From an optimization exercise on the open Yosys and OpenROAD flow, aimed at small area and a short achievable clock period; shortcuts taken in it are not production practice. The RTL was checked by simulation tests, not by an equivalence proof against the original design. Power is estimated from default activity; no workload was simulated.

==> flow/design.v <==
module dmem_responder #(
  parameter int DEPTH       = 32,
  parameter int WAIT_CYCLES = 2
) (
  input  logic              Clk,
  input  logic              Rst,
  input  logic              reqValid,
  output logic              reqReady,
  input  logic              reqWrite,
  input  logic [63:0]       reqAddr,
  input  logic [1:0]        reqSize,
  input  logic [63:0]       reqWData,
  output logic              respValid,
  input  logic              respReady,
  output logic [63:0]       respRData,
  output logic              respErr,
  output logic [63:0]       dMemOut
);
  localparam int NS  = 32;   
  localparam int NR  = 16;   
  localparam int GAP = 3;    
  logic s_idle, s_w1, s_w2, s_resp;
  logic busy_o, rv_o;
  logic [63:0] sw;         
  logic [2:0]  off_q;
  logic [4:0]  idx_q;
  logic [1:0]  size_q;
  logic        err_q;
  logic        st_ok_q;    
  logic        late_q;     
  logic [7:0]  bs0_q;      
  logic [3:0]  bs1_q;      
  logic [1:0]  bs2_q;      
  logic        bs4_q;      
  logic [NR-1:0] rsel_q;
  logic          fwd_q;
  logic [4:0]  cnt;
  logic [4:0]  cnt2;       
  logic [63:0] wb;
  logic [4:0]  wb_idx;
  logic        wb_pend;    
  logic        commit;
  assign reqReady  = ~busy_o;
  assign respValid = rv_o;
  logic respErr_o;
  assign respErr   = respErr_o;
  assign commit    = s_w2 & st_ok_q;
  logic       req_err, req_ld;
  logic [2:0] req_amask;
  always_comb begin
    case (reqSize)
      2'd0:    req_amask = 3'b000;
      2'd1:    req_amask = 3'b001;
      2'd2:    req_amask = 3'b011;
      default: req_amask = 3'b111;
    endcase
  end
  assign req_err = ((reqAddr[2:0] & req_amask) != 3'b000) || (reqAddr[63:8] != 56'd0);
  assign req_ld  = ~reqWrite & ~req_err;
  logic [63:0] wrep;
  always_comb begin
    for (int l = 0; l < 8; l++) begin
      case (reqSize)
        2'd0:    wrep[8*l +: 8] = reqWData[7:0];
        2'd1:    wrep[8*l +: 8] = reqWData[8*(l%2) +: 8];
        2'd2:    wrep[8*l +: 8] = reqWData[8*(l%4) +: 8];
        default: wrep[8*l +: 8] = reqWData[8*l +: 8];
      endcase
    end
  end
  logic [63:0] slot_q [NS];
  logic [NS-1:0] ins_q;
  logic        wb_hit;     
  logic [4:0]  st_slot_n, wb_slot_n;    
  logic        wb_pend_n;
  assign wb_hit    = |ins_q;
  assign wb_pend_n = commit | (wb_pend & ~wb_hit);
  assign st_slot_n = idx_q + cnt2;
  assign wb_slot_n = wb_idx + cnt2;
  for (genvar j = 0; j < NS; j++) begin : g_slot
    logic [63:0] q;
    if (j % GAP == 0) begin : g_ld
      always_ff @(posedge Clk) q <= ins_q[j] ? wb : g_slot[(j + NS - 1) % NS].q;
    end else begin : g_sh
      always_ff @(posedge Clk) q <= g_slot[(j + NS - 1) % NS].q;
    end
    assign slot_q[j] = q;
  end
  logic [4:0] rq_tap, hd_tap;
  logic       rq_fwd, hd_fwd;
  logic [NR-1:0] rq_sel, hd_sel;
  assign rq_tap = reqAddr[7:3] + cnt2;
  assign hd_tap = idx_q + cnt2;
  assign rq_fwd = wb_pend & ~wb_hit & (wb_idx == reqAddr[7:3]);
  assign hd_fwd = wb_pend & ~wb_hit & (wb_idx == idx_q);
  always_comb
    for (int j = 0; j < NR; j++) begin
      rq_sel[j] = ~rq_fwd & (rq_tap[4:1] == 4'(j));
      hd_sel[j] = ~hd_fwd & (hd_tap[4:1] == 4'(j));
    end
  logic [63:0] rword;
  for (genvar b = 0; b < 64; b++) begin : g_rd
    logic [NR:0] col;
    for (genvar j = 0; j < NR; j++) begin : g_col
      assign col[j] = slot_q[2*j][b];
    end
    assign col[NR] = wb[b];
    dmem_rd_bit u_rd (.d(col), .sel({fwd_q, rsel_q}), .q(rword[b]));
  end
  logic [63:0] lres;
  always_comb begin
    lres[7:0]   = 8'd0;
    lres[15:8]  = 8'd0;
    lres[23:16] = 8'd0;
    lres[31:24] = 8'd0;
    for (int l = 0; l < 8; l++) lres[7:0]   = lres[7:0]   | (rword[8*l +: 8] & {8{bs0_q[l]}});
    for (int m = 0; m < 4; m++) lres[15:8]  = lres[15:8]  | (rword[16*m + 8 +: 8] & {8{bs1_q[m]}});
    for (int n = 0; n < 2; n++) begin
      lres[23:16] = lres[23:16] | (rword[32*n + 16 +: 8] & {8{bs2_q[n]}});
      lres[31:24] = lres[31:24] | (rword[32*n + 24 +: 8] & {8{bs2_q[n]}});
    end
    lres[63:32] = rword[63:32] & {32{bs4_q}};
  end
  logic [7:0] lmask;
  always_comb begin
    for (int l = 0; l < 8; l++) begin
      case (size_q)
        2'd0:    lmask[l] = st_ok_q & (3'(l) == off_q);
        2'd1:    lmask[l] = st_ok_q & (2'(l >> 1) == off_q[2:1]);
        2'd2:    lmask[l] = st_ok_q & (1'(l >> 2) == off_q[2]);
        default: lmask[l] = st_ok_q;
      endcase
    end
  end
  logic [63:0] merged;
  always_comb
    for (int l = 0; l < 8; l++)
      merged[8*l +: 8] = lmask[l] ? sw[8*l +: 8] : rword[8*l +: 8];
  logic rd_now;
  assign rd_now = late_q ? s_w2 : s_w1;
  always_ff @(posedge Clk or posedge Rst) begin
    if (Rst) begin
      s_idle <= 1'b1;
      s_w1   <= 1'b0;
      s_w2   <= 1'b0;
      s_resp <= 1'b0;
      busy_o <= 1'b0;
      rv_o   <= 1'b0;
    end else begin
      s_idle <= (s_idle & ~reqValid) | (s_resp & respReady);
      s_w1   <= s_idle & reqValid;
      s_w2   <= s_w1;
      s_resp <= s_w2 | (s_resp & ~respReady);
      busy_o <= (~busy_o & reqValid) | (busy_o & ~(rv_o & respReady));
      rv_o   <= s_w2 | (rv_o & ~respReady);
    end
  end
  logic [4:0] req_pos;
  assign req_pos = reqAddr[7:3] + cnt + 5'd1;
  always_ff @(posedge Clk) begin
    if (s_idle) begin
      off_q   <= reqAddr[2:0];
      idx_q   <= reqAddr[7:3];
      size_q  <= reqSize;
      err_q   <= req_err;
      st_ok_q <= reqWrite & ~req_err;
      late_q  <= req_pos[0];
      for (int l = 0; l < 8; l++) bs0_q[l] <= req_ld & (reqAddr[2:0] == 3'(l));
      for (int m = 0; m < 4; m++) bs1_q[m] <= req_ld & (reqSize != 2'd0) & (reqAddr[2:1] == 2'(m));
      for (int n = 0; n < 2; n++) bs2_q[n] <= req_ld & reqSize[1] & (reqAddr[2] == 1'(n));
      bs4_q   <= req_ld & (reqSize == 2'd3);
    end
  end
  always_ff @(posedge Clk) begin
    respErr_o <= err_q;
    cnt   <= cnt + 5'd1;
    cnt2  <= cnt + 5'd3;
    fwd_q  <= s_idle ? rq_fwd : hd_fwd;
    rsel_q <= s_idle ? rq_sel : hd_sel;
  end
  always_ff @(posedge Clk) begin
    if (rd_now) respRData <= lres;
  end
  always_ff @(posedge Clk) begin
    if (s_idle)      sw <= wrep;
    else if (rd_now) sw <= merged;
  end
  always_ff @(posedge Clk) begin
    if (commit) begin
      wb     <= late_q ? merged : sw;
      wb_idx <= idx_q;
    end
    wb_pend <= wb_pend_n;
    for (int j = 0; j < NS; j++)
      ins_q[j] <= (j % GAP == 0) && wb_pend_n &&
                  (commit ? (st_slot_n == 5'(j)) : (wb_slot_n == 5'(j)));
  end
  always_ff @(posedge Clk or posedge Rst) begin
    if (Rst)         dMemOut <= 64'd0;
    else if (commit) dMemOut <= late_q ? merged : sw;
  end
endmodule
module dmem_rd_bit (
  input  logic [16:0] d,
  input  logic [16:0] sel,
  output logic [0:0]  q
);
  logic [5:0] grp_n;
  for (genvar g = 0; g < 5; g++) begin : g_grp
    dmem_aoi222 u_aoi (.d(d[3*g +: 3]), .s(sel[3*g +: 3]), .y(grp_n[g]));
  end
  dmem_aoi22 u_aoi_last (.d(d[16:15]), .s(sel[16:15]), .y(grp_n[5]));
  assign q = ~&grp_n;
endmodule
module dmem_aoi222 (
  input  logic [2:0] d,
  input  logic [2:0] s,
  output logic       y
);
  assign y = ~|(d & s);
endmodule
module dmem_aoi22 (
  input  logic [1:0] d,
  input  logic [1:0] s,
  output logic       y
);
  assign y = ~|(d & s);
endmodule
export LEC_CHECK = 0
export CAP_MARGIN = 20
export CORE_MARGIN = 2
export CORE_UTILIZATION = 55
export SETUP_SLACK_MARGIN = 2.5
export SLEW_MARGIN = 20
export SYNTH_HIERARCHICAL = 1
export SYNTH_MINIMUM_KEEP_SIZE = 0
create_clock -name core_clock -period 5.0 [get_ports {Clk}]
standard.sh (not shown) runs the stock make flow with config.mk's settings and CLKGATE_MAP_FILE= SYNTH_SCRIPT=/design/flow/synth_recipe.tcl, a recipe that flattens the netlist after the stock synthesis.
==> flow/flow/run.sh <==
#!/bin/bash
# The standard layout (standard.sh), with two changes to how it is made:
#  - every port still gets its own buffer, but a plain buf_2 instead of the
#    delay-cell buffer buffer_ports picks by default;
#  - clock tree synthesis adds no dummy loads and clusters up to 34 sinks per buffer.
# Each tool's output goes to standard.log (and ORFS's own logs under orfs/).
set -o pipefail
cd "$(dirname "$0")/.."
export BUFFER_PORTS_ARGS="-buffer_cell sky130_fd_sc_hd__buf_2"
export CTS_ARGS="-sink_clustering_enable -repair_clock_nets -dont_use_dummy_load -sink_clustering_size 34 -sink_clustering_max_diameter 45 -buf_list {sky130_fd_sc_hd__clkbuf_8 sky130_fd_sc_hd__clkbuf_16}"
bash standard.sh > standard.log 2>&1
==> next run, changes <==
==> flow/flow/run.sh (replaced) <==
#!/bin/bash
# The standard layout (standard.sh), with two changes to how it is made:
#  - every port still gets its own buffer, but a plain buf_2 instead of the
#    delay-cell buffer buffer_ports picks by default;
#  - clock tree synthesis adds no dummy loads and clusters up to 30 sinks per buffer.
# Each tool's output goes to standard.log (and ORFS's own logs under orfs/).
set -o pipefail
cd "$(dirname "$0")/.."
export BUFFER_PORTS_ARGS="-buffer_cell sky130_fd_sc_hd__buf_2"
export CTS_ARGS="-sink_clustering_enable -repair_clock_nets -dont_use_dummy_load -sink_clustering_size 30 -sink_clustering_max_diameter 60 -buf_list {sky130_fd_sc_hd__clkbuf_8 sky130_fd_sc_hd__clkbuf_16}"
bash standard.sh > standard.log 2>&1
- SETUP_SLACK_MARGIN: 2.5 -> 3.1
Worst setup slack gets worse by 0.020 ns.
Synthesized area is unchanged.
Maximum frequency came out lower by about 0.8%.
Power stays flat.
Via count rises by about 6%.
Clock power goes down by about 10%.
==> next run, changes <==
==> flow/flow/run.sh (replaced) <==
#!/bin/bash
# The standard layout (standard.sh), with two changes to how it is made:
#  - every port still gets its own buffer, but a plain buf_2 instead of the
#    delay-cell buffer buffer_ports picks by default;
#  - clock tree synthesis adds no dummy loads and clusters up to 40 sinks per buffer.
# Each tool's output goes to standard.log (and ORFS's own logs under orfs/).
set -o pipefail
cd "$(dirname "$0")/.."
export BUFFER_PORTS_ARGS="-buffer_cell sky130_fd_sc_hd__buf_2"
export CTS_ARGS="-sink_clustering_enable -repair_clock_nets -dont_use_dummy_load -sink_clustering_size 40 -sink_clustering_max_diameter 60 -buf_list {sky130_fd_sc_hd__clkbuf_8 sky130_fd_sc_hd__clkbuf_16}"
bash standard.sh > standard.log 2>&1
- SETUP_SLACK_MARGIN: 3.1 -> 2.5
=> Clock skew climbs by 0.0061 ns. Area after synthesis is unchanged. Via count is lower by 6.4%. Global-route usage fell by 4.2 points. Non-clock buffer count is lower by 292. Final area fell by 6.9%. First-iteration DRC count went down by 8.1%. Wire length goes down by 11%. Sequential power hardly moves. Sequential cell count is unchanged. Fmax climbs by 1.5%.
==> next run, changes <==
==> flow/flow/run.sh (replaced) <==
#!/bin/bash
# The standard layout (standard.sh), with two changes to how it is made:
#  - every port still gets its own buffer, but a plain buf_2 instead of the
#    delay-cell buffer buffer_ports picks by default;
#  - clock tree synthesis adds no dummy loads and clusters up to 30 sinks per buffer.
# Each tool's output goes to standard.log (and ORFS's own logs under orfs/).
set -o pipefail
cd "$(dirname "$0")/.."
export BUFFER_PORTS_ARGS="-buffer_cell sky130_fd_sc_hd__buf_2"
export CTS_ARGS="-sink_clustering_enable -repair_clock_nets -dont_use_dummy_load -sink_clustering_size 30 -sink_clustering_max_diameter 60 -buf_list {sky130_fd_sc_hd__clkbuf_8 sky130_fd_sc_hd__clkbuf_16}"
bash standard.sh > standard.log 2>&1
- SETUP_SLACK_MARGIN: 2.5 -> 2.8
Effect: The new run ran to the end with no violations. Utilization increases by 3.8 points. Hold slack is better by 0.0053 ns. Via count increases by 5.9%. Routed wire length increases by 8.1%. Non-clock buffer count increases by 245. Final area increases by 6.1%.

[static timing again, ports no longer ideal]
Ports are ideal in the flow. The routed layouts listed here were re-timed in OpenROAD.
Step 1 (the two cells are an assumption about what drives the block):
set clk [get_ports {Clk}]
set_driving_cell -lib_cell sky130_fd_sc_hd__clkbuf_16 $clk
set_driving_cell -lib_cell sky130_fd_sc_hd__buf_2 [delete_from_list [all_inputs] $clk]
Step 2 moves the port delays by t, midway between the first and last clock arrival at a register: inputs arrive t later, outputs are due t later. That takes back most of the time a late clock gives input paths.
a / b / c = no drivers / after step 1 / after step 2; a / b = the first two.
run	t, ns	setup WS [ns]	hold WS [ns]	latest minus earliest clock arrival (ns)
the first run	0.865	2.448 / 2.411 / 1.635	0.284 / 0.245 / 0.284	0.071 / 0.071
the second run	0.869	2.428 / 2.341 / 1.863	0.303 / 0.303 / 0.303	0.055 / 0.055
the third run	0.850	2.467 / 2.415 / 1.682	0.295 / 0.295 / 0.295	0.062 / 0.062
the fourth run	0.863	2.409 / 2.328 / 1.872	0.300 / 0.300 / 0.300	0.062 / 0.062
After both steps setup and hold are still met in every run listed. For the first run, which loses most, drivers alone change the setup slack by -0.037 ns; drivers and shift together by -0.813 ns.
